From an optimization exercise on the open Yosys and OpenROAD flow, aimed at small area; shortcuts taken in it are not production practice. At most, simulation tests tie the RTL to the original design; equivalence was not proved. The RTL of runs 3 and 4 was laid out without a check of its function. No activity file was given, so power comes from the tool's default toggle rates.

## flow/run.sh

```bash
#!/bin/bash
# synth_recipe.tcl (not shown) runs the flow's synth.tcl, then flattens the netlist and writes it again
# the make line also repeats each setting of config.mk as NAME=value (left out here)
make -C /OpenROAD-flow-scripts/flow DESIGN_CONFIG=/design/flow/config.mk WORK_HOME=/design/flow/orfs CLKGATE_MAP_FILE= SYNTH_SCRIPT=/design/flow/synth_recipe.tcl finish
```

## flow/config.mk

```make
export PLATFORM = sky130hd
export DESIGN_NAME = video_in_to_axis
export DESIGN_NICKNAME = video_in_to_axis
export VERILOG_FILES = /design/flow/design.v
export SDC_FILE = /design/flow/constraint.sdc
export NUM_CORES = 4
export LEC_CHECK = 0
export CAP_MARGIN = 20
export CORE_MARGIN = 2
export CORE_UTILIZATION = 40
export PLACE_DENSITY = 0.6
export SLEW_MARGIN = 20
```

## flow/constraint.sdc

```tcl
create_clock -name core_clock -period 6.0 [get_ports {clk}]
set_input_delay 1.2000 -clock core_clock [delete_from_list [all_inputs] [get_ports {clk}]]
set_output_delay 1.2000 -clock core_clock [all_outputs]
set_load 0.01 [all_outputs]
```

## flow/design.v

```verilog
package bdc_pkg;
    localparam int DATA_WIDTH_DEF = 24;
    localparam int WIDTH_DEF      = 1920;
    localparam int HEIGHT_DEF     = 1080;
    localparam int DROP_CNT_W     = 16;
    localparam int TLAST_BIT = 0;
    localparam int TUSER_BIT = 1;
    typedef enum logic [1:0] {
        ST_WAIT_VSYNC,
        ST_ARMED,
        ST_ACTIVE,
        ST_DROP
    } vin_state_e;
endpackage
module video_in_to_axis #(
    parameter int WIDTH      = bdc_pkg::WIDTH_DEF,
    parameter int HEIGHT     = bdc_pkg::HEIGHT_DEF,
    parameter int DATA_WIDTH = bdc_pkg::DATA_WIDTH_DEF,
    parameter int FIFO_DEPTH = 64,
    parameter bit VSYNC_POL  = 1'b1
)(
    input  logic                          clk,
    input  logic                          rst_n,
    input  logic [DATA_WIDTH-1:0]         vid_data,
    input  logic                          vid_de,
    input  logic                          vid_vsync,
    output logic [DATA_WIDTH-1:0]         m_axis_tdata,
    output logic                          m_axis_tvalid,
    output logic                          m_axis_tlast,
    output logic                          m_axis_tuser,
    input  logic                          m_axis_tready,
    input  logic                          ovf_clr,
    output logic                          overflow,
    output logic [bdc_pkg::DROP_CNT_W-1:0]         drop_cnt,
    output logic [$clog2(FIFO_DEPTH):0]   fifo_level,
    output logic [15:0]                   meas_width,
    output logic [15:0]                   meas_height,
    output logic                          meas_valid
);
    localparam int AW = $clog2(FIFO_DEPTH);
    localparam int EW = DATA_WIDTH + 1;
    localparam int XW = $clog2(WIDTH);
    localparam int YW = $clog2(HEIGHT + 1);
    localparam logic [XW-1:0] X_LAST = XW'(WIDTH - 1);
    localparam logic [YW-1:0] Y_LAST = YW'(HEIGHT - 1);
    logic [DATA_WIDTH-1:0] r_data;
    logic                  r_de;
    logic                  r_vs;
    logic                  r_vs_d;
    logic                  w_vs_edge;
    always_ff @(posedge clk) r_data <= vid_data;
    always_ff @(posedge clk or negedge rst_n) begin
        if (!rst_n) begin
            r_de   <= 1'b0;
            r_vs   <= 1'b0;
            r_vs_d <= 1'b0;
        end else begin
            r_de   <= vid_de;
            r_vs   <= VSYNC_POL ? vid_vsync : ~vid_vsync;
            r_vs_d <= r_vs;
        end
    end
    assign w_vs_edge = r_vs & ~r_vs_d;
    logic                  r_armed;
    logic                  r_active;
    logic [XW-1:0]         r_x;
    logic [YW-1:0]         r_y;
    logic                  r_wr;
    logic [DATA_WIDTH-1:0] r_wr_data;
    logic                  r_wr_user;
    logic                  r_wr_last;
    logic                  r_ovf;
    logic [15:0]           r_drop;
    logic [AW:0]           r_level;
    logic                  w_full;
    logic                  w_empty;
    logic                  w_rd;
    logic                  w_push;
    logic                  w_wr_lost;
    logic                  w_line_end;
    logic                  w_frame_end;
    logic                  w_req;
    assign w_full      = r_level[AW];
    assign w_empty     = (r_level == '0);
    assign w_rd        = ~w_empty & m_axis_tready;
    assign w_wr_lost   = r_wr & w_full & ~m_axis_tready;
    assign w_push      = r_wr & ~w_wr_lost;
    assign w_line_end  = (r_x == X_LAST);
    assign w_frame_end = w_line_end & (r_y == Y_LAST);
    assign w_req       = ~w_vs_edge & ~w_wr_lost & r_de & (r_armed | r_active);
    always_ff @(posedge clk) begin
        r_wr_data <= r_data;
        r_wr_user <= r_armed;
        r_wr_last <= w_line_end;
    end
    always_ff @(posedge clk) begin
        if (w_vs_edge) begin
            r_x <= '0;
            r_y <= '0;
        end else if (w_req) begin
            if (w_line_end) begin
                r_x <= '0;
                r_y <= r_y + 1'b1;
            end else begin
                r_x <= r_x + 1'b1;
            end
        end
    end
    always_ff @(posedge clk or negedge rst_n) begin
        if (!rst_n) begin
            r_armed  <= 1'b0;
            r_active <= 1'b0;
            r_wr     <= 1'b0;
            r_ovf    <= 1'b0;
            r_drop   <= '0;
        end else begin
            r_wr <= w_req;
            if (ovf_clr)   r_ovf <= 1'b0;
            if (w_wr_lost) r_ovf <= 1'b1;
            if (w_wr_lost || (w_vs_edge && r_active))
                if (~&r_drop) r_drop <= r_drop + 1'b1;
            if (w_vs_edge) begin
                r_armed  <= 1'b1;
                r_active <= 1'b0;
            end else if (w_wr_lost) begin
                r_armed  <= 1'b0;
                r_active <= 1'b0;
            end else if (w_req) begin
                r_armed  <= 1'b0;
                r_active <= ~w_frame_end;
            end
        end
    end
    logic [EW-1:0]         r_mem [FIFO_DEPTH];
    logic [AW-1:0]         r_last_dist;
    logic                  r_last_vld;
    always_ff @(posedge clk) begin
        if (w_push) begin
            r_mem[0] <= {r_wr_user, r_wr_data};
            for (int i = 1; i < FIFO_DEPTH; i++) r_mem[i] <= r_mem[i-1];
        end
    end
    always_ff @(posedge clk) begin
        if (w_push && r_wr_last) r_last_dist <= AW'(r_level - {{AW{1'b0}}, w_rd});
        else if (w_rd)           r_last_dist <= r_last_dist - 1'b1;
    end
    always_ff @(posedge clk or negedge rst_n) begin
        if (!rst_n) begin
            r_level    <= '0;
            r_last_vld <= 1'b0;
        end else begin
            case ({w_push, w_rd})
                2'b10:   r_level <= r_level + 1'b1;
                2'b01:   r_level <= r_level - 1'b1;
                default: r_level <= r_level;
            endcase
            if (w_push && r_wr_last)
                r_last_vld <= 1'b1;
            else if (w_rd && r_last_dist == '0)
                r_last_vld <= 1'b0;
        end
    end
    logic [EW-1:0] w_head;
    always_comb begin
        w_head = '0;
        for (int i = 0; i < FIFO_DEPTH; i++)
            w_head = w_head | ({EW{r_level == (AW+1)'(i + 1)}} & r_mem[i]);
    end
    assign m_axis_tvalid = ~w_empty;
    assign m_axis_tdata  = w_head[DATA_WIDTH-1:0];
    assign m_axis_tuser  = w_head[DATA_WIDTH];
    assign m_axis_tlast  = r_last_vld & (r_last_dist == '0);
    assign fifo_level    = r_level;
    assign overflow      = r_ovf;
    assign drop_cnt      = r_drop;
    logic        r_de_d;
    logic [15:0] r_mw_cnt;
    logic [15:0] r_mh_cnt;
    logic [15:0] r_mw;
    logic [15:0] r_mh;
    logic        r_first_done;
    logic        r_seen_vs;
    logic        r_mv;
    always_ff @(posedge clk) begin
        r_de_d <= r_de;
        if (w_vs_edge) begin
            r_mw_cnt     <= '0;
            r_mh_cnt     <= '0;
            r_first_done <= 1'b0;
        end else begin
            if (r_de && !r_first_done) r_mw_cnt <= r_mw_cnt + 1'b1;
            if (r_de_d && !r_de) begin
                r_mh_cnt     <= r_mh_cnt + 1'b1;
                r_first_done <= 1'b1;
            end
        end
    end
    always_ff @(posedge clk or negedge rst_n) begin
        if (!rst_n) begin
            r_mw      <= '0;
            r_mh      <= '0;
            r_seen_vs <= 1'b0;
            r_mv      <= 1'b0;
        end else if (w_vs_edge) begin
            if (r_seen_vs) begin
                r_mw <= r_mw_cnt;
                r_mh <= r_mh_cnt;
                r_mv <= 1'b1;
            end
            r_seen_vs <= 1'b1;
        end
    end
    assign meas_width  = r_mw;
    assign meas_height = r_mh;
    assign meas_valid  = r_mv;
endmodule
```

==> results.tsv, run 1 <==
stage	metric	value	unit
power	share of total power in sequential cells	44.6	%
synth	synth top area cells	edfxtp_1, a22oi_1, dfxtp_1	
sta	Fin. Hold Viols	0	
power	IR Drop Worst-Case VDD	0.000512	V
route	iteration-0 DRC count of the detailed router	9312	
clock_tree	clk sinks	1777	
route	Detail Route Antenna Nets	0	
run_status	outcome	failed layout checks	
power	power density over the cells	462	nW/um2
clock_tree	worst skew pair latency	0.84	ns
placed_design	placed instance count	6095	
clock_tree	clk buf depth	3	
route	drt pass-1 iters	7	
route	DR vias/cell	6.63	
route	Detail Route met3 WL	39.8	mm
clock_tree	TritonCTS clock tree	done	
sta	Final min period	6.08	ns
synth	Async SR Flop Fraction	3.66	%
synth	Yosys reg bits	1777	
critical_path	WS Path Type	register to output pin	
synth	Mapped Area	65100	um2
layout	Syn-to-layout area delta	18.6	%
route	metal2 WL	104	mm
critical_path	crit path max-delay cell type	dfrtp_4	
layout	commonest non-fill, non-tap cell in the layout	edfxtp_1	
placed_design	placed inst area	70900	um2
route	DRC	0	
sta	RSZ-0062 raised after global routing	true	
sta	Setup Skew	0.0459	ns
synth	Main synth FF type	edfxtp_1	
power	combinational power share	24.0	%
floorplan	I/O pins	114	
run_status	layout violations	setup timing	
sta	actual slew at the worst max-slew pin	1.07	ns
route	via count	43000	
power	sw power	11.8	mW
power	power consumption	35.7	mW
synth	Avg Cell Area, Syn	17.4	um2
power	clock group share of total power	31.4	%
route	drt wl/cell	38.0	um
clock_tree	root buf cell	clkbuf_16	
route	M1 WL	88.1	mm
critical_path	CP top delay family	buffers and inverters	
critical_path	slowest stage delay, CP	0.68	ns
sta	final setup fails	6	
route	top sig layer	met5	
synth	area leader, netlist	edfxtp_1	
synth	Synth Warn #	2	
critical_path	Worst Path Max Fanout	18	
sta	Slew HR	28.5	%
global_route	initial antenna violation count	17	
synth	syn_nets	3798	
placed_design	RePlAce Congestion	0.978	
clock_tree	clock-pin slew on the worst setup and hold paths	0.07	ns
power	LEAKAGE	24.3	nW
floorplan	Initial Utilization	40.2	%
clock_tree	cts bufs inserted	181	
power	Int Pwr	23.8	mW
synth	Seq/Total Area, Yosys	79.8	%
sta	Max Slew Vio Count	0	
global_route	pin count of the biggest net entering global routing	157	
power	Sw Share	33.2	%
global_route	vias in the first global route	39500	
floorplan	row cnt	148	
layout	Final Non-Filler Cells	6481	
critical_path	kind of end point of the critical path	output pin	
layout	nets@finish	4190	
global_route	first-pass GRT wire length	329	mm
sta	final worst path period share	101	%
layout	cell area after layout	77200	um2
worst_hold_path	worst min-delay path class	register to register	
global_route	total congestion overflow	0	
layout	most frequent cells in the layout	edfxtp_1, a22oi_1, buf_4, clkbuf_16, nand2_1	
floorplan	Die Ht	408	um
clock_tree	Max H-tree Level	4	
placed_design	Buffers on Ports	113	
synth	Post-synth EDFFs	1606	
layout	share of cells above drive strength 1	16.7	%
synth	post-synth cell types	74	
job	# Max-Cap Violations	0	
sta	f_max	0.165	GHz
critical_path	Crit path buffers/inverters	3	
route	DRT Wirelength	246	mm
floorplan	die footprint	166000	um2
synth	Post-Syn Instances	3754	
critical_path	CP required	4.80	ns
sta	Setup WS post-layout	-0.0772	ns
critical_path	CP arrival	4.88	ns
placed_design	HPWL after DPL	160	mm
global_route	Global Route Usage Sum	28.7	%
floorplan	die width	408	um
floorplan	core area	162000	um2
synth	Yosys top cell area share	74.0	%
critical_path	crit path launch type	register	
critical_path	CP cell instances	buf_4 > nand3b_1 > nor2_2 > buf_4 > a22oi_1 > nand4_1 > nor2_1 > nand4_1 > clkdlybuf4s50_1	
[layout make-up]
class	instances	area [um2]
Fill cell	13900	85000
Sequential cell	1777	52000
Multi-Input combinational cell	1766	12900
Clock buffer	234	4840
Timing Repair Buffer	403	3800
Tap cell	2175	2720
Clock inverter	98	921
Inverter	17	72.6
Antenna cell	11	27.5
[cells by family after synthesis]
logic type | synth area share, %
AND/OR/NAND/NOR | 5.78
XOR/XNOR | 0.928
flip-flops | 79.8
adder cells (fa/ha/maj) | 0.269
multiplexers | 1.64
AO/OA/AOI/OAI | 10.3
buffers and inverters | 1.35
[cells in the mapped netlist (7+ instances only)]
library cell	count
a21oi_1	39
a221o_1	10
a221oi_1	36
a222oi_1	24
a22o_1	81
a22oi_1	538
a2bb2oi_1	7
a32oi_1	21
and2_1	8
and3_1	24
and4_1	11
buf_1	21
buf_2	34
clkbuf_1	131
dfrtp_1	65
dfxtp_1	106
edfxtp_1	1606
ha_1	14
inv_1	16
mux2_2	55
mux2i_1	44
nand2_1	151
nand2b_1	11
nand3_1	68
nand4_1	120
nand4bb_1	8
nor2_1	140
nor2b_1	9
nor3_1	72
nor4_1	24
o211ai_1	16
o21ai_0	30
o22ai_1	16
o32ai_1	13
or3_1	13
or4_1	12
xnor2_1	26
xor2_1	43
[sequential cells by signal, summed over array words and instances (netlist names), 6 cells and up]
name,count
r_x,11
r_mh_cnt,16
r_mh,16
r_wr_data,24
r_mw_cnt,16
r_mem,1600
r_level,7
r_last_dist,6
r_y,11
r_mw,16
r_data,24
r_drop,16
[stage by stage]
step / setup WS (ns) / TNS [ns] / util (%) / hold WS (ns)
floorplan: -19.92 / - / - / 0.310
global placement: 0.302 / 0 / 43.7 / 0.311
detailed placement: 0.331 / 0 / 43.7 / 0.312
CTS: -0.0207 / -0.0400 / 47.5 / 0.324
global route: -0.00151 / -0.00151 / 47.6 / 0.326
finish: -0.0772 / -0.177 / 47.6 / 0.325
[power groups by stage]
stage          registers [mW]  clock network [mW]  logic, mW
6_report                 15.9                11.2       8.55
5_1_grt                  16.0                11.7       8.58
4_1_cts                  15.9                11.3       8.20
3_5_place_dp             16.1                   0       8.09
3_3_place_gp             16.1                   0       8.08
2_1_floorplan            16.8                   0       3.45
[final timing paths]
check                      depth (start not counted)              startpoint  slack (ns)                endpoint
max in group asynchronous                          1                   rst_n        4.82  r_level[2]$_DFFE_PN0P_
min in group asynchronous                          1                   rst_n        0.49       r_ovf$_DFFE_PN0P_
min reg2reg                                        0      r_data[16]$_DFF_P_        0.32   r_wr_data[16]$_DFF_P_
max reg2reg                                       11  r_level[0]$_DFFE_PN0P_        2.03  r_level[5]$_DFFE_PN0P_
min                                                0      r_data[16]$_DFF_P_        0.32   r_wr_data[16]$_DFF_P_
max                                                9  r_level[3]$_DFFE_PN0P_       -0.08        m_axis_tdata[20]
[metal layers]
metal,vias to the layer above,GRT usage [%]
met2,4202,41.0
met1,21700,38.5
met5,-,0.460
li1,16300,-
met4,24,14.3
met3,790,10.5
[timing repair]
| action | in CTS | in global routing |
|---|---|---|
| hold buffers | 0 | 0 |
| buffers inserted | 36 | 7 |
| setup endpoints to repair | 25 | 19 |
| pin swaps | 12 | 3 |
| resized for setup | 15 | 12 |
| gates cloned | 0 | 0 |
==> run 2, diff against run 1 <==
--- a/flow/design.v
+++ b/flow/design.v
@@ -13,4 +13,17 @@
     } vin_state_e;
 endpackage
+module vin_rd_aoi3 (
+    input  logic [2:0] i_sel,
+    input  logic [2:0] i_dat,
+    output logic       o_n
+);
+    assign o_n = ~|(i_sel & i_dat);
+endmodule
+module vin_rd_or22 (
+    input  logic [21:0] i_n,
+    output logic        o_y
+);
+    assign o_y = ~&i_n;
+endmodule
 module video_in_to_axis #(
     parameter int WIDTH      = bdc_pkg::WIDTH_DEF,
@@ -161,9 +174,19 @@
         end
     end
-    logic [EW-1:0] w_head;
-    always_comb begin
-        w_head = '0;
-        for (int i = 0; i < FIFO_DEPTH; i++)
-            w_head = w_head | ({EW{r_level == (AW+1)'(i + 1)}} & r_mem[i]);
+    logic [FIFO_DEPTH-1:0] w_sel;
+    logic [EW-1:0]         w_head;
+    always_comb
+        for (int i = 0; i < FIFO_DEPTH; i++) w_sel[i] = (r_level == (AW+1)'(i + 1));
+    for (genvar b = 0; b < EW; b++) begin : g_rd
+        logic [21:0] w_t;
+        for (genvar k = 0; k < 21; k++) begin : g_aoi
+            vin_rd_aoi3 u_aoi (
+                .i_sel (w_sel[3*k +: 3]),
+                .i_dat ({r_mem[3*k+2][b], r_mem[3*k+1][b], r_mem[3*k][b]}),
+                .o_n   (w_t[k])
+            );
+        end
+        assign w_t[21] = ~(w_sel[63] & r_mem[63][b]);
+        vin_rd_or22 u_or (.i_n(w_t), .o_y(w_head[b]));
     end
     assign m_axis_tvalid = ~w_empty;
--- a/flow/config.mk
+++ b/flow/config.mk
@@ -11,2 +11,3 @@
 export PLACE_DENSITY = 0.6
 export SLEW_MARGIN = 20
+export SYNTH_HIERARCHICAL = 1
==> results.tsv, run 2 <==
stage	metric	value	unit
job	# Max-Cap Violations	0	
synth	area leader, netlist	edfxtp_1	
layout	Final Non-Filler Cells	5626	
critical_path	CP required	4.80	ns
route	drt pass-1 iters	10	
synth	most common cell in the synthesized netlist	edfxtp_1	
critical_path	CP top delay family	simple AND/OR/NAND/NOR gates	
global_route	first-pass GRT wire length	239	mm
global_route	vias in the first global route	33500	
layout	Syn-to-layout area delta	17.9	%
power	IR Drop Worst-Case VDD	0.000254	V
critical_path	crit path max-delay cell type	clkdlybuf4s50_1	
floorplan	row cnt	144	
critical_path	CP cell instances	ha_1 > nand2_1 > nor2_4 > buf_4 > a222oi_1 > nand4_1 > nor4_2 > nand4_1 > clkdlybuf4s50_1	
floorplan	core area	154000	um2
clock_tree	clk sinks	1777	
power	Int Pwr	22.9	mW
power	share of total power in sequential cells	50.1	%
sta	Slew HR	20.7	%
power	combinational power share	15.7	%
sta	Final min period	5.85	ns
synth	synth top area cells	edfxtp_1, a222oi_1, dfxtp_1	
sta	actual slew at the worst max-slew pin	1.19	ns
global_route	met3 Use GR	5.28	%
run_status	outcome	timing/DRC/antenna clean	
sta	Max Slew Vio Count	0	
sta	final worst path period share	97.5	%
floorplan	I/O pins	114	
route	DRC	0	
floorplan	Die Ht	397	um
power	sw power	8.65	mW
floorplan	Initial Utilization	40.2	%
layout	most frequent cells in the layout	edfxtp_1, a222oi_1, clkbuf_16, nand4_1, clkdlybuf4s50_1	
placed_design	Buffers on Ports	113	
layout	cell area after layout	72800	um2
sta	f_max	0.171	GHz
global_route	total congestion overflow	0	
clock_tree	hold buffers post-CTS	0	
floorplan	die footprint	158000	um2
synth	Mapped Area	61800	um2
route	iteration-0 DRC count of the detailed router	7667	
critical_path	WS Path Type	register to output pin	
synth	Async SR Flop Fraction	3.66	%
route	Detail Route Antenna Nets	0	
power	power consumption	31.6	mW
power	clock group share of total power	34.3	%
synth	Post-synth EDFFs	1606	
layout	biggest regs	r_mem: 1600 flops, r_data: 24 flops, r_wr_data: 24 flops	
sta	Fin. Hold Viols	0	
critical_path	CP arrival	4.65	ns
route	DR vias/cell	6.30	
clock_tree	cts bufs inserted	177	
synth	syn_nets	3091	
synth	Seq/Total Area, Yosys	84.1	%
global_route	met1 Resource Use GR	30.9	%
route	via count	35500	
placed_design	RePlAce Congestion	0.815	
route	DRT Wirelength	170	mm
synth	Main synth FF type	edfxtp_1	
synth	Yosys reg bits	1777	
layout	Top reg by flops	r_mem	
clock_tree	root buf cell	clkbuf_16	
synth	Yosys top cell area share	78.1	%
critical_path	Worst Path Max Fanout	14	
power	LEAKAGE	22.0	nW
synth	Synth Warn #	8	
layout	max reg flops	1600	
power	power density over the cells	434	nW/um2
layout	nets@finish	3480	
placed_design	placed inst area	67100	um2
global_route	Global Route Usage Sum	21.0	%
synth	post-synth cell types	53	
critical_path	slowest stage delay, CP	0.62	ns
synth	Avg Cell Area, Syn	20.3	um2
global_route	met2 Use GR	30.7	%
route	drt wl/cell	30.2	um
clock_tree	Max H-tree Level	4	
critical_path	crit path launch type	register	
placed_design	placed instance count	5297	
layout	share of cells above drive strength 1	13.6	%
global_route	global routing's busiest layer	met1	
global_route	pin count of the biggest net entering global routing	179	
placed_design	HPWL after DPL	101	mm
sta	Setup Skew	0.0356	ns
sta	final setup fails	0	
clock_tree	worst skew pair latency	0.81	ns
critical_path	most used cell, CP	nand4_1	
critical_path	Crit path buffers/inverters	2	
clock_tree	clk buf depth	3	
sta	setup tns final	0	ns
clock_tree	clock-pin slew on the worst setup and hold paths	0.06	ns
power	Sw Share	27.4	%
layout	commonest non-fill, non-tap cell in the layout	edfxtp_1	
critical_path	kind of end point of the critical path	output pin	
synth	Post-Syn Instances	3046	
synth	synth cell count leaders	edfxtp_1, a222oi_1, nand4_1	
clock_tree	TritonCTS clock tree	done	
global_route	initial antenna violation count	6	
worst_hold_path	worst min-delay path class	input port to asynchronous set/reset pin	
floorplan	die width	397	um
run 2: cell count changes in the layout (fill, tap and decap cells not counted), sizes merged, moves of 35 or more:
cell,delta
a22oi,-538
nand3,-40
buf,-160
nand2,-69
a222oi,+501
a22o,-81
mux2i,-35
nor3,-61
run 2: Yosys stat by module (local to each module, per instance):
module            times used  area, um2  cells inside
video_in_to_axis           1      55400          2346
vin_rd_aoi3              525       10.0             1
vin_rd_or22               25       46.3             7
run 2: timing repair:
action,in CTS,in global routing
pin swaps,1,2
gates resized for setup,2,7
setup buffers,0,3
hold endpoints to repair,0,0
endpoints found under the setup margin,2,3
run 2: cell type report:
type	instances	area, um2
antenna	2	5.00
timing repair buffer	243	2500
clock inverter	84	762
tap	2044	2560
clock buffer	240	4890
multi-input combinational	1218	10100
inverter	18	71.3
sequential	1777	52000
fill	12700	80900
run 2: power by group through the flow:
stage | Combinational (mW) | Sequential [mW] | Clock (mW)
2_1_floorplan | 2.16 | 16.8 | 0
3_3_place_gp | 4.92 | 16.0 | 0
3_5_place_dp | 4.94 | 16.0 | 0
4_1_cts | 4.96 | 15.8 | 11.0
5_1_grt | 5.23 | 15.9 | 11.5
6_report | 4.95 | 15.8 | 10.8
run 2: path summary, 6_finish.rpt:
| kind | depth (start not counted) | start | to | slack [ns] |
|---|---|---|---|---|
| max | 9 | r_level[0]$_DFFE_PN0P_ | m_axis_tdata[19] | 0.15 |
| min | 1 | rst_n | r_mw[7]$_DFFE_PN0P_ | 0.27 |
| max reg2reg | 9 | r_level[0]$_DFFE_PN0P_ | r_level[5]$_DFFE_PN0P_ | 2.75 |
| min reg2reg | 0 | r_data[16]$_DFF_P_ | r_wr_data[16]$_DFF_P_ | 0.32 |
| max in group asynchronous | 2 | rst_n | r_level[3]$_DFFE_PN0P_ | 4.65 |
| min in group core_clock | 0 | r_data[16]$_DFF_P_ | r_wr_data[16]$_DFF_P_ | 0.32 |
run 2: kinds of logic (layout without fill, tap and decap cells):
group	count (synthesis)	count (layout)	synth area share, %
other cells	0	2	0
flops	1777	1777	84.1
fa+ha+maj	15	15	0.304
simple gates	512	512	4.52
buf+inv	51	585	0.344
mux	38	38	0.674
xor+xnor	55	55	0.780
compound gates	598	598	9.23
run 2: worst register-to-register path, delay by kind of cell, from the launching register on:
family | cells | cell delay [ns]
compound gates | 2 | 0.80
simple gates | 2 | 0.75
fa+ha+maj | 2 | 0.60
flops | 1 | 0.46
buf+inv | 2 | 0.38
xor+xnor | 1 | 0.17
run 2: through the flow:
step	hold slack, ns	setup WS [ns]	util (%)
global route	0.252	-0.00538	47.4
detailed placement	0.312	0.781	43.7
floorplan	0.310	-20.01	-
global placement	0.311	0.792	43.7
CTS	0.222	0.0737	47.4
finish	0.270	0.150	47.4
run 2: per-layer routing:
| metal | share of wire [%] | wire (um) | vias to the layer above |
|---|---|---|---|
| met5 | 0.016 | 28 | - |
| met4 | 2.6 | 4370 | 4 |
| met3 | 13 | 21800 | 271 |
| met2 | 44 | 74800 | 2441 |
| met1 | 41 | 69000 | 18200 |
| li1 | - | - | 14500 |
==> run 3, diff against run 2 <==
--- a/flow/design.v
+++ b/flow/design.v
@@ -20,6 +20,6 @@
     assign o_n = ~|(i_sel & i_dat);
 endmodule
-module vin_rd_or22 (
-    input  logic [21:0] i_n,
+module vin_rd_or23 (
+    input  logic [22:0] i_n,
     output logic        o_y
 );
@@ -53,4 +53,5 @@
     localparam int AW = $clog2(FIFO_DEPTH);
     localparam int EW = DATA_WIDTH + 1;
+    localparam int SD = FIFO_DEPTH - 1;
     localparam int XW = $clog2(WIDTH);
     localparam int YW = $clog2(HEIGHT + 1);
@@ -80,6 +81,5 @@
     logic [YW-1:0]         r_y;
     logic                  r_wr;
-    logic [DATA_WIDTH-1:0] r_wr_data;
-    logic                  r_wr_user;
+    logic [EW-1:0]         r_wr_ent;
     logic                  r_wr_last;
     logic                  r_ovf;
@@ -103,6 +103,5 @@
     assign w_req       = ~w_vs_edge & ~w_wr_lost & r_de & (r_armed | r_active);
     always_ff @(posedge clk) begin
-        r_wr_data <= r_data;
-        r_wr_user <= r_armed;
+        r_wr_ent  <= {r_armed, r_data};
         r_wr_last <= w_line_end;
     end
@@ -145,11 +144,12 @@
         end
     end
-    logic [EW-1:0]         r_mem [FIFO_DEPTH];
+    logic [EW-1:0]         r_mem [SD];
+    logic [EW-1:0]         r_head;
     logic [AW-1:0]         r_last_dist;
     logic                  r_last_vld;
     always_ff @(posedge clk) begin
         if (w_push) begin
-            r_mem[0] <= {r_wr_user, r_wr_data};
-            for (int i = 1; i < FIFO_DEPTH; i++) r_mem[i] <= r_mem[i-1];
+            r_mem[0] <= r_wr_ent;
+            for (int i = 1; i < SD; i++) r_mem[i] <= r_mem[i-1];
         end
     end
@@ -174,10 +174,14 @@
         end
     end
-    logic [FIFO_DEPTH-1:0] w_sel;
-    logic [EW-1:0]         w_head;
+    logic [SD-1:0] w_sel;
+    logic          w_take_wr;
+    logic          w_hold;
+    logic [EW-1:0] w_next;
     always_comb
-        for (int i = 0; i < FIFO_DEPTH; i++) w_sel[i] = (r_level == (AW+1)'(i + 1));
+        for (int i = 0; i < SD; i++) w_sel[i] = w_rd & (r_level == (AW+1)'(i + 2));
+    assign w_hold    = ~w_rd & ~w_empty;
+    assign w_take_wr = w_push & (w_empty | (w_rd & r_level == (AW+1)'(1)));
     for (genvar b = 0; b < EW; b++) begin : g_rd
-        logic [21:0] w_t;
+        logic [22:0] w_t;
         for (genvar k = 0; k < 21; k++) begin : g_aoi
             vin_rd_aoi3 u_aoi (
@@ -187,10 +191,15 @@
             );
         end
-        assign w_t[21] = ~(w_sel[63] & r_mem[63][b]);
-        vin_rd_or22 u_or (.i_n(w_t), .o_y(w_head[b]));
+        assign w_t[21] = ~(w_take_wr & r_wr_ent[b]);
+        assign w_t[22] = ~(w_hold & r_head[b]);
+        vin_rd_or23 u_or (.i_n(w_t), .o_y(w_next[b]));
+    end
+    always_ff @(posedge clk or negedge rst_n) begin
+        if (!rst_n) r_head <= '0;
+        else        r_head <= w_next;
     end
     assign m_axis_tvalid = ~w_empty;
-    assign m_axis_tdata  = w_head[DATA_WIDTH-1:0];
-    assign m_axis_tuser  = w_head[DATA_WIDTH];
+    assign m_axis_tdata  = r_head[DATA_WIDTH-1:0];
+    assign m_axis_tuser  = r_head[DATA_WIDTH];
     assign m_axis_tlast  = r_last_vld & (r_last_dist == '0);
     assign fifo_level    = r_level;
--- a/flow/config.mk
+++ b/flow/config.mk
@@ -8,6 +8,9 @@
 export CAP_MARGIN = 20
 export CORE_MARGIN = 2
-export CORE_UTILIZATION = 40
-export PLACE_DENSITY = 0.6
+export CORE_UTILIZATION = 60
+export CTS_BUF_LIST = sky130_fd_sc_hd__clkbuf_16
+export CTS_CLUSTER_DIAMETER = 60
+export CTS_CLUSTER_SIZE = 30
+export PLACE_DENSITY = 0.7
 export SLEW_MARGIN = 20
 export SYNTH_HIERARCHICAL = 1
==> results.tsv, run 3 <==
stage	metric	value	unit
run_status	outcome	timing/DRC/antenna clean	
critical_path	CP required	4.80	ns
clock_tree	hold buffers post-CTS	0	
critical_path	Reg2Reg Capture Point	r_head[8]$_DFF_PN0_	
global_route	vias in the first global route	35200	
layout	biggest regs	r_mem: 1575 flops, r_head: 25 flops, r_wr_ent: 25 flops	
clock_tree	post-CTS setup buffer count	0	
clock_tree	post-cts resize count	0	
synth	syn_nets	3166	
job	# Max-Cap Violations	0	
global_route	total congestion overflow	0	
critical_path	Crit path buffers/inverters	2	
route	DR vias/cell	7.44	
sta	hold slack	0.328	ns
synth	Async SR Flop Fraction	5.06	%
sta	Setup WS post-layout	1.43	ns
critical_path	reg2reg setup slack	1.46	ns
synth	Post-Syn Instances	3121	
worst_hold_path	Worst Hold End	r_wr_ent[3]$_DFF_P_	
synth	Seq/Total Area, Yosys	83.7	%
sta	Setup Skew	0.0466	ns
critical_path	CP cell instances	inv_1 > ha_1 > or3b_1 > or4_4 > clkdlybuf4s50_1	
clock_tree	Max H-tree Level	3	
synth	Main synth FF type	edfxtp_1	
worst_hold_path	worst min-delay path class	register to register	
layout	most frequent cells in the layout	edfxtp_1, a222oi_1, nand4_1, clkbuf_16, nand2_1	
route	Detail Route Antenna Nets	0	
layout	Top reg by flops	r_mem	
global_route	Global Route Usage Sum	31.5	%
layout	nets@finish	3477	
worst_hold_path	Hold Crit Start	r_data[3]$_DFF_P_	
critical_path	CP top delay family	simple AND/OR/NAND/NOR gates	
synth	synth cell count leaders	edfxtp_1, a222oi_1, nand4_1	
synth	Mapped Area	61900	um2
power	IR Drop Worst-Case VDD	0.000301	V
global_route	pin count of the biggest net entering global routing	150	
clock_tree	clk buf depth	3	
power	power density over the cells	396	nW/um2
critical_path	Reg2Reg Launch Point	r_level[0]$_DFFE_PN0P_	
critical_path	kind of end point of the critical path	output pin	
route	drt wl/cell	34.6	um
placed_design	HPWL after DPL	103	mm
clock_tree	clk sinks	1777	
critical_path	Worst Path Max Fanout	6	
floorplan	die width	325	um
clock_tree	TritonCTS clock tree	done	
placed_design	RePlAce Congestion	0.906	
clock_tree	cts bufs inserted	117	
clock_tree	worst skew pair latency	0.75	ns
placed_design	placed instance count	4681	
sta	Fin. Hold Viols	0	
route	DRC	0	
synth	Avg Cell Area, Syn	19.8	um2
critical_path	crit path launch type	register	
synth	most common cell in the synthesized netlist	edfxtp_1	
route	iteration-0 DRC count of the detailed router	9069	
synth	synth top area cells	edfxtp_1, a222oi_1, dfrtp_1	
sta	final setup fails	0	
clock_tree	root buf cell	clkbuf_16	
floorplan	Initial Utilization	60.7	%
sta	setup tns final	0	ns
layout	max reg flops	1575	
route	DRT Wirelength	170	mm
synth	Post-synth EDFFs	1581	
floorplan	die footprint	106000	um2
sta	actual slew at the worst max-slew pin	1.27	ns
sta	Final min period	4.57	ns
sta	f_max	0.219	GHz
synth	Yosys reg bits	1777	
critical_path	crit path max-delay cell type	or3b_1	
layout	commonest non-fill, non-tap cell in the layout	edfxtp_1	
synth	Synth Warn #	8	
global_route	initial antenna violation count	5	
layout	share of cells above drive strength 1	12.6	%
layout	Syn-to-layout area delta	13.5	%
layout	final core utilization	68.9	%
floorplan	core area	102000	um2
sta	Max Slew Vio Count	0	
floorplan	Die Ht	325	um
global_route	first-pass GRT wire length	242	mm
critical_path	r2r worst-path depth	12	
critical_path	slowest stage delay, CP	0.54	ns
power	LEAKAGE	21.7	nW
route	via count	36500	
layout	Final Non-Filler Cells	4910	
sta	RSZ-0062 raised after global routing	false	
sta	final worst path period share	76.2	%
critical_path	WS Path Type	register to output pin	
route	drt pass-1 iters	8	
sta	Slew HR	15.1	%
floorplan	I/O pins	114	
floorplan	row cnt	117	
clock_tree	clock-pin slew on the worst setup and hold paths	0.09	ns
synth	Yosys top cell area share	76.7	%
worst_hold_path	depth of the worst hold-timing path	0	
critical_path	CP arrival	3.37	ns
synth	area leader, netlist	edfxtp_1	
layout	filler cell count in the final layout	6404	
synth	post-synth cell types	55	
placed_design	pre-CTS setup slack	1.29	ns
placed_design	Buffers on Ports	113	
-- run 3: cell types whose count changed after synthesis, moves of 5 or more --
cell	delta
nand2b_1	+5
nand3_1	+31
edfxtp_1	-25
nand4_1	+5
dfrtp_1	+25
nand2_1	+38
nor3_1	-8
and4_1	-22
nor4_1	-5
xor2_1	-10
nor2_1	+14
a21oi_1	+8
-- run 3: worst max-delay path by stage --
stage | from | to | slack [ns] | cells after the start
after global routing | r_level[0]$_DFFE_PN0P_ | m_axis_tvalid | 1.28 | 5
after floorplan | m_axis_tready | r_level[6]$_DFFE_PN0P_ | -7.49 | 8
after global placement | m_axis_tready | r_head[23]$_DFF_PN0_ | 1.38 | 10
final | r_level[0]$_DFFE_PN0P_ | m_axis_tvalid | 1.43 | 5
after CTS | r_level[0]$_DFFE_PN0P_ | m_axis_tvalid | 1.42 | 5
after detailed placement | m_axis_tready | r_head[17]$_DFF_PN0_ | 1.29 | 10
-- run 3: final cells by class --
type / instances / area [um2] / share of cell area (%)
sequential: 1777 / 51800 / 73.8
clock inverter: 100 / 1210 / 1.73
inverter: 14 / 52.6 / 0.0748
tap: 1368 / 1710 / 2.44
antenna: 6 / 15.0 / 0.0214
multi-input combinational: 1294 / 10200 / 14.5
clock buffer: 123 / 3080 / 4.38
timing repair buffer: 228 / 2190 / 3.12
-- run 3: logic make-up (layout without fill, tap and decap cells) --
kind of cell    count (synthesis)  in the layout  share of synthesized area (%)
flops                        1777           1777                           83.7
compound gates                607            607                           9.27
simple gates                  585            585                           4.95
buf+inv                        50            465                          0.378
xor+xnor                       48             48                          0.679
mux                            39             39                          0.693
fa+ha+maj                      15             15                          0.303
other cells                     0              6                              0
-- run 3: where the power goes --
| group | total (mW) | switching [mW] | internal, mW |
|---|---|---|---|
| Clock | 8.87 | 4.75 | 4.12 |
| Sequential | 16.0 | 0.876 | 15.2 |
| Combinational | 2.89 | 1.96 | 0.922 |
-- run 3: routing by layer --
layer  share of wire, %  GRT usage [%]
met3                 16           10.0
met2                 44           45.2
met4                4.3           12.5
met5              0.021              0
met1                 36           45.4
-- run 3: worst register-to-register path, stage by stage, from the launching register on --
cell	delay, ns
dfrtp_1	0.47
inv_1	0.21
ha_1	0.38
or3b_1	0.54
or4_4	0.53
nand3_1	0.12
buf_4	0.34
nor2_2	0.33
buf_4	0.37
a222oi_1	0.59
nand4_1	0.16
nor4_1	0.31
nand2_1	0.08
-- run 3: per-module statistics from Yosys, one instance, submodules excluded --
| module | area [um2] | flops+latches |
|---|---|---|
| video_in_to_axis | 55400 | 1777 |
| vin_rd_or23 | 50.0 | 0 |
| vin_rd_aoi3 | 10.0 | 0 |
-- run 3: metrics by stage --
stage / total power, mW / area (um2)
detailed placement: 19.1 / 66000
global placement: 19.0 / 66000
finish: 27.8 / 70300
global route: 28.6 / 70300
floorplan: 18.2 / 62000
CTS: 27.8 / 70300
==> run 4, diff against run 3 <==
--- a/flow/config.mk
+++ b/flow/config.mk
@@ -9,7 +9,7 @@
 export CORE_MARGIN = 2
 export CORE_UTILIZATION = 60
-export CTS_BUF_LIST = sky130_fd_sc_hd__clkbuf_16
-export CTS_CLUSTER_DIAMETER = 60
-export CTS_CLUSTER_SIZE = 30
+export CTS_BUF_LIST = sky130_fd_sc_hd__clkbuf_8
+export CTS_CLUSTER_DIAMETER = 45
+export CTS_CLUSTER_SIZE = 18
 export PLACE_DENSITY = 0.7
 export SLEW_MARGIN = 20
==> results.tsv, run 4 <==
stage	metric	value	unit
synth	most common cell in the synthesized netlist	edfxtp_1	
route	via count	36800	
route	Detail Route Antenna Nets	0	
power	LEAKAGE	21.3	nW
synth	Seq/Total Area, Yosys	83.7	%
synth	Main synth FF type	edfxtp_1	
synth	Mapped Area	61900	um2
sta	Final min period	4.71	ns
critical_path	CP arrival	3.51	ns
global_route	initial antenna violation count	6	
placed_design	placed instance count	4681	
floorplan	row cnt	117	
route	DRC	0	
sta	actual slew at the worst max-slew pin	1.12	ns
job	# Max-Cap Violations	0	
synth	Post-Syn Instances	3121	
critical_path	Worst Path Max Fanout	6	
sta	RSZ-0062 raised after global routing	false	
worst_hold_path	worst min-delay path class	register to register	
placed_design	RePlAce Congestion	0.906	
critical_path	crit path launch type	register	
run_status	outcome	timing/DRC/antenna clean	
clock_tree	clk buf depth	3	
route	iteration-0 DRC count of the detailed router	9254	
clock_tree	TritonCTS clock tree	done	
sta	f_max	0.212	GHz
global_route	pin count of the biggest net entering global routing	150	
clock_tree	post-CTS setup buffer count	0	
sta	Slew HR	25.0	%
clock_tree	cts bufs inserted	145	
synth	area leader, netlist	edfxtp_1	
floorplan	I/O pins	114	
worst_hold_path	depth of the worst hold-timing path	0	
route	drt pass-1 iters	10	
clock_tree	hold buffers post-CTS	0	
clock_tree	clock-pin slew on the worst setup and hold paths	0.10	ns
clock_tree	worst skew pair latency	0.88	ns
sta	final worst path period share	78.6	%
layout	nets@finish	3506	
power	power density over the cells	378	nW/um2
sta	Fin. Hold Viols	0	
global_route	Global Route Usage Sum	31.9	%
placed_design	Buffers on Ports	113	
route	DRT Wirelength	171	mm
global_route	total congestion overflow	0	
route	drt wl/cell	34.6	um
power	power consumption	26.1	mW
synth	Post-synth EDFFs	1581	
floorplan	die footprint	106000	um2
layout	filler cell count in the final layout	6565	
sta	Setup WS post-layout	1.29	ns
synth	syn_nets	3166	
sta	hold slack	0.317	ns
floorplan	core area	102000	um2
synth	Avg Cell Area, Syn	19.8	um2
synth	Synth Warn #	8	
critical_path	CP required	4.80	ns
sta	Max Slew Vio Count	0	
sta	setup tns final	0	ns
route	DR vias/cell	7.44	
critical_path	r2r worst-path depth	12	
floorplan	die width	325	um
power	IR Drop Worst-Case VDD	0.000314	V
placed_design	HPWL after DPL	103	mm
floorplan	Initial Utilization	60.7	%
global_route	vias in the first global route	35500	
layout	most frequent cells in the layout	edfxtp_1, a222oi_1, clkbuf_8, nand4_1, nand2_1	
layout	Syn-to-layout area delta	11.6	%
critical_path	WS Path Type	register to output pin	
route	M1 WL	61.8	mm
layout	commonest non-fill, non-tap cell in the layout	edfxtp_1	
synth	post-synth cell types	55	
synth	synth top area cells	edfxtp_1, a222oi_1, dfrtp_1	
placed_design	pre-CTS setup slack	1.29	ns
floorplan	Die Ht	325	um
sta	Setup Skew	0.0320	ns
synth	synth cell count leaders	edfxtp_1, a222oi_1, nand4_1	
clock_tree	clk sinks	1777	
synth	Async SR Flop Fraction	5.06	%
clock_tree	Max H-tree Level	4	
layout	biggest regs	r_mem: 1575 flops, r_head: 25 flops, r_wr_ent: 25 flops	
synth	Yosys reg bits	1777	
sta	final setup fails	0	
route	top sig layer	met5	
clock_tree	root buf cell	clkbuf_8	
layout	max reg flops	1575	
synth	Yosys top cell area share	76.7	%
critical_path	kind of end point of the critical path	output pin	
global_route	first-pass GRT wire length	244	mm
clock_tree	post-cts resize count	0	
layout	share of cells above drive strength 1	13.0	%
layout	Final Non-Filler Cells	4951	
route	metal2 WL	74.5	mm
route	Detail Route met3 WL	27.8	mm
layout	Top reg by flops	r_mem	
[run 4: power breakdown]
| part | internal [mW] | total [mW] | switching (mW) |
|---|---|---|---|
| Combinational | 0.922 | 2.89 | 1.97 |
| Sequential | 15.2 | 16.0 | 0.877 |
| Clock | 2.95 | 7.18 | 4.23 |
| Total | 19.0 | 26.1 | 7.07 |
[run 4: worst paths after layout]
check	start	end	slack (ns)
hold reg to reg	r_data[15]$_DFF_P_	r_wr_ent[15]$_DFF_P_	0.32
max in group asynchronous	rst_n	r_drop[5]$_DFFE_PN0P_	4.33
setup reg to reg	r_level[0]$_DFFE_PN0P_	r_head[14]$_DFF_PN0_	1.54
min in group asynchronous	rst_n	r_mw[8]$_DFFE_PN0P_	0.48
setup / recovery	r_level[0]$_DFFE_PN0P_	m_axis_tvalid	1.29
hold / removal	r_data[15]$_DFF_P_	r_wr_ent[15]$_DFF_P_	0.32
[run 4: cell type report]
class	instances	area, um2	area share [%]
diodes	4	10.0	0.0145
well taps	1368	1710	2.48
multi-input cells	1294	10200	14.7
clock inverters	113	1040	1.51
clock buffers	152	2090	3.03
flip-flops and latches	1777	51800	75.0
inverters	14	52.6	0.0760
repair buffers	229	2200	3.19
[run 4: critical path: stages, from the launching register on]
cell	delay, ns
dfrtp_1	0.48
inv_1	0.21
ha_1	0.37
or3b_1	0.54
or4_4	0.53
clkdlybuf4s50_1	0.52
[run 4: layer usage]
layer | up-vias | global-route usage [%]
met5 | - | 0
met4 | 6 | 12.8
met3 | 404 | 10.2
met2 | 3268 | 45.7
met1 | 18500 | 45.8
li1 | 14600 | -
[run 4: cells by family (layout without fill, tap and decap cells)]
group           count (synthesis)  in the layout  synth area share, %
flops                        1777           1777                 83.7
fa+ha+maj                      15             15                0.303
mux                            39             39                0.693
simple gates                  585            585                 4.95
other cells                     0              4                    0
compound gates                607            607                 9.27
xor+xnor                       48             48                0.679
buf+inv                        50            508                0.378
[run 4: per-stage QoR]
| stage | cell area [um2] | util, % |
|---|---|---|
| 2_1_floorplan | 62000 | - |
| 3_3_place_gp | 66000 | 64.6 |
| 3_5_place_dp | 66000 | 64.7 |
| 4_1_cts | 69100 | 67.7 |
| 5_1_grt | 69100 | 67.7 |
| 6_report | 69100 | 67.7 |
[run 4: per-module statistics from Yosys, one instance, submodules excluded]
| module | cells inside | flops+latches | copies in the design |
|---|---|---|---|
| video_in_to_axis | 2371 | 1777 | 1 |
| vin_rd_aoi3 | 1 | 0 | 525 |
| vin_rd_or23 | 9 | 0 | 25 |
==> run 5, diff against run 4 <==
--- a/flow/design.v
+++ b/flow/design.v
@@ -54,8 +54,4 @@
     localparam int EW = DATA_WIDTH + 1;
     localparam int SD = FIFO_DEPTH - 1;
-    localparam int XW = $clog2(WIDTH);
-    localparam int YW = $clog2(HEIGHT + 1);
-    localparam logic [XW-1:0] X_LAST = XW'(WIDTH - 1);
-    localparam logic [YW-1:0] Y_LAST = YW'(HEIGHT - 1);
     logic [DATA_WIDTH-1:0] r_data;
     logic                  r_de;
@@ -78,6 +74,6 @@
     logic                  r_armed;
     logic                  r_active;
-    logic [XW-1:0]         r_x;
-    logic [YW-1:0]         r_y;
+    logic [10:0]           r_x;
+    logic [10:0]           r_y;
     logic                  r_wr;
     logic [EW-1:0]         r_wr_ent;
@@ -99,6 +95,6 @@
     assign w_wr_lost   = r_wr & w_full & ~m_axis_tready;
     assign w_push      = r_wr & ~w_wr_lost;
-    assign w_line_end  = (r_x == X_LAST);
-    assign w_frame_end = w_line_end & (r_y == Y_LAST);
+    assign w_line_end  = (r_x == X_LAST_L);
+    assign w_frame_end = w_line_end & (r_y == Y_LAST_L);
     assign w_req       = ~w_vs_edge & ~w_wr_lost & r_de & (r_armed | r_active);
     always_ff @(posedge clk) begin
@@ -106,14 +102,25 @@
         r_wr_last <= w_line_end;
     end
+    function automatic logic [10:0] lfsr_step(input logic [10:0] v);
+        lfsr_step = {v[9:0], v[10] ^ v[8]};
+    endfunction
+    function automatic logic [10:0] lfsr_after(input int n);
+        logic [10:0] v;
+        v = '1;
+        for (int i = 0; i < n; i++) v = {v[9:0], v[10] ^ v[8]};
+        lfsr_after = v;
+    endfunction
+    localparam logic [10:0] X_LAST_L = lfsr_after(WIDTH - 1);
+    localparam logic [10:0] Y_LAST_L = lfsr_after(HEIGHT - 1);
     always_ff @(posedge clk) begin
         if (w_vs_edge) begin
-            r_x <= '0;
-            r_y <= '0;
+            r_x <= '1;
+            r_y <= '1;
         end else if (w_req) begin
             if (w_line_end) begin
-                r_x <= '0;
-                r_y <= r_y + 1'b1;
+                r_x <= '1;
+                r_y <= lfsr_step(r_y);
             end else begin
-                r_x <= r_x + 1'b1;
+                r_x <= lfsr_step(r_x);
             end
         end
==> flow/flow/run.sh (new file) <==
#!/bin/bash
# Own layout flow: the standard layout (standard.sh, all of it), with changes passed to ORFS
# through its own variables:
# - port buffers are the smallest buffer (buf_1) instead of the flow's default pick;
# - clock tree: clkbuf_8 buffers, sink clusters of at most 16 sinks within 40 um, and no dummy
#   loads for balancing;
# - after global routing, gates off the critical paths are downsized (RECOVER_POWER).
# All tool output goes to logs in this folder (standard.log here, ORFS's per-step logs under orfs/logs).
set -e
export BUFFER_PORTS_ARGS="-buffer_cell sky130_fd_sc_hd__buf_1"
export CTS_ARGS="-sink_clustering_enable -repair_clock_nets -dont_use_dummy_load -sink_clustering_size 16 -sink_clustering_max_diameter 40 -buf_list sky130_fd_sc_hd__clkbuf_8"
export RECOVER_POWER=100
bash standard.sh > standard.log 2>&1
==> flow/standard.sh (new file) <==
#!/bin/bash
# synth_recipe.tcl (not shown) runs the flow's synth.tcl, then flattens the netlist and writes it again
# the make line also repeats each setting of config.mk as NAME=value (left out here)
make -C /OpenROAD-flow-scripts/flow DESIGN_CONFIG=/design/flow/config.mk WORK_HOME=/design/flow/orfs CLKGATE_MAP_FILE= SYNTH_SCRIPT=/design/flow/synth_recipe.tcl "${@:-finish}"
==> flow/config.mk (replaced) <==
export PLATFORM = sky130hd
export DESIGN_NAME = video_in_to_axis
export DESIGN_NICKNAME = video_in_to_axis
export VERILOG_FILES = /design/flow/design.v
export SDC_FILE = /design/flow/constraint.sdc
export NUM_CORES = 4
export LEC_CHECK = 0
export CAP_MARGIN = 10
export CORE_MARGIN = 2
export CORE_UTILIZATION = 60
export PLACE_DENSITY = 0.7
export SLEW_MARGIN = 10
export SYNTH_HIERARCHICAL = 1
removed: flow/run.sh
==> results.tsv, run 5 <==
stage	metric	value	unit
clock_tree	post-CTS setup buffer count	0	
floorplan	Initial Utilization	60.6	%
layout	cell area after layout	67200	um2
route	via count	36600	
sta	final worst path period share	86.1	%
power	Int Pwr	18.3	mW
synth	Mapped Area	61800	um2
clock_tree	clock-pin slew on the worst setup and hold paths	0.07	ns
floorplan	row cnt	117	
placed_design	placed inst area	65000	um2
sta	f_max	0.194	GHz
job	# Max-Cap Violations	20	
sta	final setup fails	0	
global_route	total congestion overflow	0	
synth	Yosys reg bits	1777	
floorplan	Die Ht	325	um
sta	actual slew at the worst max-slew pin	4.13	ns
critical_path	WS Path Type	register to register	
layout	most frequent cells in the layout	edfxtp_1, a222oi_1, clkbuf_8, nand4_1, nand2_1	
synth	syn_nets	3140	
sta	Fin. Hold Viols	0	
run_status	layout violations	capacitance limit, slew limit	
power	LEAKAGE	20.5	nW
layout	Top reg by flops	r_mem	
power	power consumption	24.8	mW
critical_path	CP required	6.77	ns
layout	nets@finish	3509	
sta	Max Slew Vio Count	1566	
clock_tree	Max H-tree Level	4	
layout	biggest regs	r_mem: 1575 flops, r_head: 25 flops, r_wr_ent: 25 flops	
synth	Yosys top cell area share	76.8	%
global_route	initial antenna violation count	10	
power	clock group share of total power	25.5	%
clock_tree	cts bufs inserted	174	
clock_tree	clk sinks	1777	
power	IR Drop Worst-Case VDD	0.000319	V
critical_path	CP arrival	5.93	ns
layout	max reg flops	1575	
synth	Seq/Total Area, Yosys	83.9	%
layout	Final Non-Filler Cells	4842	
clock_tree	root buf cell	clkbuf_8	
placed_design	placed instance count	4657	
power	share of total power in sequential cells	64.4	%
critical_path	crit path launch type	register	
synth	most common cell in the synthesized netlist	edfxtp_1	
route	iteration-0 DRC count of the detailed router	10000	
placed_design	Buffers on Ports	113	
sta	hold slack	0.280	ns
power	Sw Share	26.0	%
global_route	pin count of the biggest net entering global routing	184	
synth	Post-synth EDFFs	1581	
sta	RSZ-0062 raised after global routing	false	
sta	setup tns final	0	ns
route	Detail Route Antenna Nets	0	
layout	commonest non-fill, non-tap cell in the layout	edfxtp_1	
global_route	Global Route Usage Sum	31.9	%
floorplan	die width	325	um
global_route	vias in the first global route	34800	
clock_tree	worst skew pair latency	0.87	ns
synth	synth top area cells	edfxtp_1, a222oi_1, dfrtp_1	
clock_tree	post-cts resize count	0	
route	drt pass-1 iters	14	
power	sw power	6.43	mW
synth	Post-Syn Instances	3097	
synth	Synth Warn #	8	
critical_path	Worst Path Max Fanout	15	
floorplan	die footprint	106000	um2
route	DRT Wirelength	172	mm
route	DRC	0	
synth	area leader, netlist	edfxtp_1	
synth	synth cell count leaders	edfxtp_1, a222oi_1, nor2_1	
global_route	first-pass GRT wire length	242	mm
layout	Syn-to-layout area delta	8.71	%
placed_design	HPWL after DPL	103	mm
sta	Slew HR	-175	%
floorplan	core area	102000	um2
placed_design	RePlAce Congestion	0.926	
synth	Avg Cell Area, Syn	20.0	um2
worst_hold_path	worst min-delay path class	register to register	
clock_tree	hold buffers post-CTS	0	
power	combinational power share	10.1	%
power	power density over the cells	369	nW/um2
sta	Final min period	5.17	ns
route	drt wl/cell	35.5	um
synth	Main synth FF type	edfxtp_1	
floorplan	I/O pins	114	
clock_tree	TritonCTS clock tree	done	
synth	Async SR Flop Fraction	5.06	%
critical_path	kind of end point of the critical path	register	
clock_tree	clk buf depth	3	
layout	share of cells above drive strength 1	10.9	%
sta	Setup Skew	0.0777	ns
synth	post-synth cell types	66	
route	DR vias/cell	7.56	
layout	filler cell count in the final layout	6791	
run_status	outcome	failed layout checks	
==> run 5: final timing paths <==
path,cells past startpoint,start,end,slack [ns]
worst max-delay path,10,r_level[0]$_DFFE_PN0P_,r_head[5]$_DFF_PN0_,0.83
min in group asynchronous,1,rst_n,r_head[11]$_DFF_PN0_,1.75
worst max register to register,10,r_level[0]$_DFFE_PN0P_,r_head[5]$_DFF_PN0_,0.83
worst min register to register,0,r_data[3]$_DFF_P_,r_wr_ent[3]$_DFF_P_,0.28
worst min-delay path,0,r_data[3]$_DFF_P_,r_wr_ent[3]$_DFF_P_,0.28
max in group asynchronous,2,rst_n,r_drop[12]$_DFFE_PN0P_,1.26
==> run 5: power by group through the flow <==
stage	Clock, mW	Sequential (mW)	Combinational (mW)
after floorplan	0	16.3	1.48
after global placement	0	16.0	2.45
after detailed placement	0	16.0	2.53
after CTS	6.41	15.8	2.52
after global routing	6.82	16.0	2.67
final	6.31	16.0	2.50
==> run 5: cell type report <==
| type | count | area (um2) | share of cell area (%) |
|---|---|---|---|
| antenna | 10 | 25.0 | 0.0373 |
| clock buffer | 174 | 2390 | 3.57 |
| inverter | 12 | 46.3 | 0.0689 |
| multi-input combinational | 1270 | 9840 | 14.6 |
| sequential | 1777 | 51800 | 77.2 |
| tap | 1368 | 1710 | 2.55 |
| timing repair buffer | 231 | 1310 | 1.95 |
==> run 5: Yosys stat by module (local to each module, per instance) <==
module            area, um2  copies in the design  cells  flops+latches
vin_rd_or23            50.0                    25      9              0
video_in_to_axis      55300                     1   2347           1777
vin_rd_aoi3            10.0                   525      1              0
==> run 5: worst max-delay path, cell delays in order (launching register included) <==
cell      delay [ns]
dfrtp_1         0.46
inv_1           0.17
ha_1            0.38
or3b_1          0.50
nand3_1         0.75
nor2_1          1.85
buf_4           0.48
a222oi_1        0.16
nand4_1         0.18
nor4_1          0.09
nand2_1         0.06
==> run 5: cell families (layout without fill, tap and decap cells) <==
family | count (synthesis) | count (layout) | share of synthesized area, %
flip-flops | 1777 | 1777 | 83.9
AO/OA/AOI/OAI | 597 | 597 | 9.31
AND/OR/NAND/NOR | 572 | 572 | 4.70
XOR/XNOR | 52 | 52 | 0.737
buffers and inverters | 50 | 417 | 0.429
multiplexers | 36 | 36 | 0.644
adder cells (fa/ha/maj) | 13 | 13 | 0.263
other | 0 | 10 | 0
==> run 5: per-layer routing <==
layer,wire [um],vias to the layer above,GRT usage [%]
met5,92,-,0.136
met4,6500,8,12.1
met3,30600,414,11.9
met2,72600,3524,43.7
met1,61800,18300,46.9
li1,-,14400,-
==> run 5: per-stage QoR <==
stage	worst slack [ns]	util [%]
6_report	0.834	65.9
5_1_grt	0.774	65.9
4_1_cts	1.57	66.2
3_5_place_dp	1.52	63.8
3_3_place_gp	1.62	63.8
2_1_floorplan	-7.55	-
==> run 6, diff against run 5 <==
--- a/flow/config.mk
+++ b/flow/config.mk
@@ -8,6 +8,6 @@
 export CAP_MARGIN = 10
 export CORE_MARGIN = 2
-export CORE_UTILIZATION = 60
-export PLACE_DENSITY = 0.7
+export CORE_UTILIZATION = 75
+export PLACE_DENSITY = 0.82
 export SLEW_MARGIN = 10
 export SYNTH_HIERARCHICAL = 1
==> results.tsv, run 6 <==
stage	metric	value	unit
synth	Synth Warn #	8	
critical_path	CP top delay family	simple AND/OR/NAND/NOR gates	
sta	Fin. Hold Viols	0	
critical_path	CP required	6.79	ns
clock_tree	root buf cell	clkbuf_8	
sta	final worst path period share	87.5	%
global_route	pin count of the biggest net entering global routing	176	
synth	Main synth FF type	edfxtp_1	
placed_design	pre-CTS setup slack	1.51	ns
synth	Post-Synth Adder-Cell Area	0.263	%
synth	Async SR Flop Fraction	5.06	%
placed_design	Buffers on Ports	113	
route	via count	36900	
synth	most common cell in the synthesized netlist	edfxtp_1	
power	power density over the cells	366	nW/um2
layout	share of cells above drive strength 1	9.99	%
global_route	total congestion overflow	0	
synth	post-synth cell types	66	
floorplan	core area	81800	um2
job	# Max-Cap Violations	5	
layout	most frequent cells in the layout	edfxtp_1, a222oi_1, clkbuf_8, nand4_1, nand2_1	
sta	Slew HR	-187	%
power	LEAKAGE	20.3	nW
power	IR Drop Worst-Case VDD	0.000254	V
floorplan	Die Ht	291	um
critical_path	most used cell, CP	nor2_1	
sta	actual slew at the worst max-slew pin	4.31	ns
critical_path	CP cell instances	inv_1 > ha_1 > or3b_1 > nand3_1 > nor2_1 > clkbuf_1 > a222oi_1 > nand4_1 > nor2_1 > nand2_1	
synth	Post-Synth XOR/XNOR Area	0.737	%
synth	Seq/Total Area, Yosys	83.9	%
clock_tree	post-CTS setup buffer count	0	
worst_hold_path	worst min-delay path class	register to register	
floorplan	die footprint	84700	um2
layout	max reg flops	1575	
clock_tree	cts bufs inserted	157	
synth	syn_nets	3140	
critical_path	CP arrival	6.04	ns
route	DRT Wirelength	171	mm
synth	Synth Area in Simple Gates	4.70	%
synth	synth cell count leaders	edfxtp_1, a222oi_1, nor2_1	
sta	setup tns final	0	ns
critical_path	crit path max-delay cell type	nor2_1	
synth	area leader, netlist	edfxtp_1	
sta	f_max	0.190	GHz
sta	hold slack	0.310	ns
synth	Avg Cell Area, Syn	20.0	um2
critical_path	crit path launch type	register	
floorplan	I/O pins	114	
synth	Yosys top cell area share	76.8	%
synth	Yosys reg bits	1777	
global_route	initial antenna violation count	2	
floorplan	die width	291	um
critical_path	WS Path Type	register to register	
critical_path	Worst Path Max Fanout	14	
sta	Setup Skew	0.0762	ns
clock_tree	clk buf depth	3	
synth	main combinational cell family by area after synthesis	compound AO/OA/AOI/OAI gates	
layout	Top reg by flops	r_mem	
synth	synth top area cells	edfxtp_1, a222oi_1, dfrtp_1	
layout	biggest regs	r_mem: 1575 flops, r_head: 25 flops, r_wr_ent: 25 flops	
sta	final setup fails	0	
clock_tree	clock-pin slew on the worst setup and hold paths	0.08	ns
route	DRC	0	
floorplan	Initial Utilization	75.5	%
clock_tree	post-cts resize count	0	
sta	RSZ-0062 raised after global routing	false	
global_route	vias in the first global route	35600	
run_status	layout violations	capacitance limit, slew limit	
critical_path	Crit path buffers/inverters	2	
global_route	first-pass GRT wire length	241	mm
critical_path	slowest stage delay, CP	1.96	ns
route	drt wl/cell	37.9	um
clock_tree	worst skew pair latency	0.86	ns
synth	Post-Syn Instances	3097	
clock_tree	TritonCTS clock tree	done	
synth	post-synthesis mux area share	0.644	%
sta	Setup WS post-layout	0.749	ns
route	DR vias/cell	8.20	
layout	Syn-to-layout area delta	7.57	%
layout	nets@finish	3468	
sta	Final min period	5.25	ns
floorplan	row cnt	105	
route	drt pass-1 iters	14	
run_status	outcome	failed layout checks	
placed_design	RePlAce Congestion	0.901	
route	iteration-0 DRC count of the detailed router	10100	
power	power consumption	24.4	mW
clock_tree	Max H-tree Level	4	
synth	Mapped Area	61800	um2
synth	Post-synth EDFFs	1581	
placed_design	HPWL after DPL	97.6	mm
clock_tree	clk sinks	1777	
sta	Max Slew Vio Count	174	
critical_path	kind of end point of the critical path	register	
global_route	Global Route Usage Sum	40.1	%
layout	filler cell count in the final layout	3951	
synth	post-synthesis compound-gate area fraction	9.31	%
clock_tree	hold buffers post-CTS	0	
layout	commonest non-fill, non-tap cell in the layout	edfxtp_1	
route	Detail Route Antenna Nets	0	
-- run 6: cell count changes in the layout (fill, tap and decap cells not counted), sizes merged --
cell	before	now
diode	10	5
clkbuf	199	169
buf	206	195
-- run 6: where the power goes --
group / switching [mW] / internal (mW)
clock network: 3.66 / 2.33
registers: 0.798 / 15.0
logic: 1.87 / 0.691
total: 6.33 / 18.0
-- run 6: routing by layer --
layer / vias to the layer above / global-route usage [%] / part of all wire, %
met5: - / 0 / 0.013
met4: 4 / 21.5 / 6.2
met3: 592 / 14.3 / 18
met2: 4017 / 58.2 / 44
met1: 18000 / 54.5 / 32
li1: 14300 / - / -
-- run 6: cell families after synthesis --
logic type	Yosys count
buffers and inverters	50
AND/OR/NAND/NOR	572
flip-flops	1777
multiplexers	36
adder cells (fa/ha/maj)	13
XOR/XNOR	52
AO/OA/AOI/OAI	597
-- run 6: layout make-up --
cell class	instances	area, um2	share of cell area [%]
Timing Repair Buffer	207	1240	1.87
Tap cell	1070	1340	2.01
Multi-Input combinational cell	1270	9820	14.8
Inverter	12	46.3	0.0696
Sequential cell	1777	51800	78.0
Clock buffer	157	2160	3.25
Antenna cell	5	12.5	0.0188
-- run 6: worst paths after layout --
check | startpoint | endpoint | slack, ns | depth (start not counted)
min in group asynchronous | rst_n | r_head[4]$_DFF_PN0_ | 1.86 | 1
setup / recovery | r_level[0]$_DFFE_PN0P_ | r_head[4]$_DFF_PN0_ | 0.75 | 10
hold reg to reg | r_data[5]$_DFF_P_ | r_wr_ent[5]$_DFF_P_ | 0.31 | 0
max in group asynchronous | rst_n | r_last_vld$_DFFE_PN0P_ | 1.63 | 1
hold / removal | r_data[5]$_DFF_P_ | r_wr_ent[5]$_DFF_P_ | 0.31 | 0
setup reg to reg | r_level[0]$_DFFE_PN0P_ | r_head[4]$_DFF_PN0_ | 0.75 | 10
-- run 6: metrics by stage --
step / util [%] / cells / instance area, um2
2_1_floorplan: - / 3097 / 61800
6_report: 81.2 / 4498 / 66500
3_3_place_gp: 78.7 / 4336 / 64400
5_1_grt: 81.2 / 4494 / 66500
3_5_place_dp: 78.7 / 4336 / 64400
4_1_cts: 81.3 / 4493 / 66600
-- run 6: modules after synthesis (local to each module, per instance) --
module            cell area (um2)  cells inside
video_in_to_axis            55300          2347
vin_rd_or23                  50.0             9
vin_rd_aoi3                  10.0             1

-- static timing again, ports no longer ideal --
The flow's constraints put no driver on any port. The routed layouts listed below were extracted and timed again, unchanged, in two steps.
Step 1 sets driving cells, clkbuf_16 on the clock port and buf_2 on the other inputs (assumed; they add their load-dependent delay and slew).
Step 2 moves the port delays by t, midway between the first and last clock arrival at a register: inputs arrive t later, outputs are due t later. That takes back most of the time a late clock gives input paths.
Three values: ideal, step 1, step 2; two values: the first two.
| run | t, ns | setup WS [ns] | worst setup path after step 2 |
|---|---|---|---|
| run 1 | 0.920 | -0.077 / -0.167 / 0.753 | register to output |
| run 2 | 0.878 | 0.150 / 0.071 / 0.949 | register to output |
| run 3 | 0.794 | 1.427 / 1.356 / 1.100 | input to register |
| run 4 | 0.925 | 1.286 / 1.218 / 1.101 | input to register |
| run 5 | 0.889 | 0.834 / 0.834 / 0.174 | input to register |
| run 6 | 0.901 | 0.749 / 0.749 / 0.188 | input to register |
For run 5, which loses most, drivers alone change the setup slack by 0.000 ns; drivers and shift together by -0.660 ns.
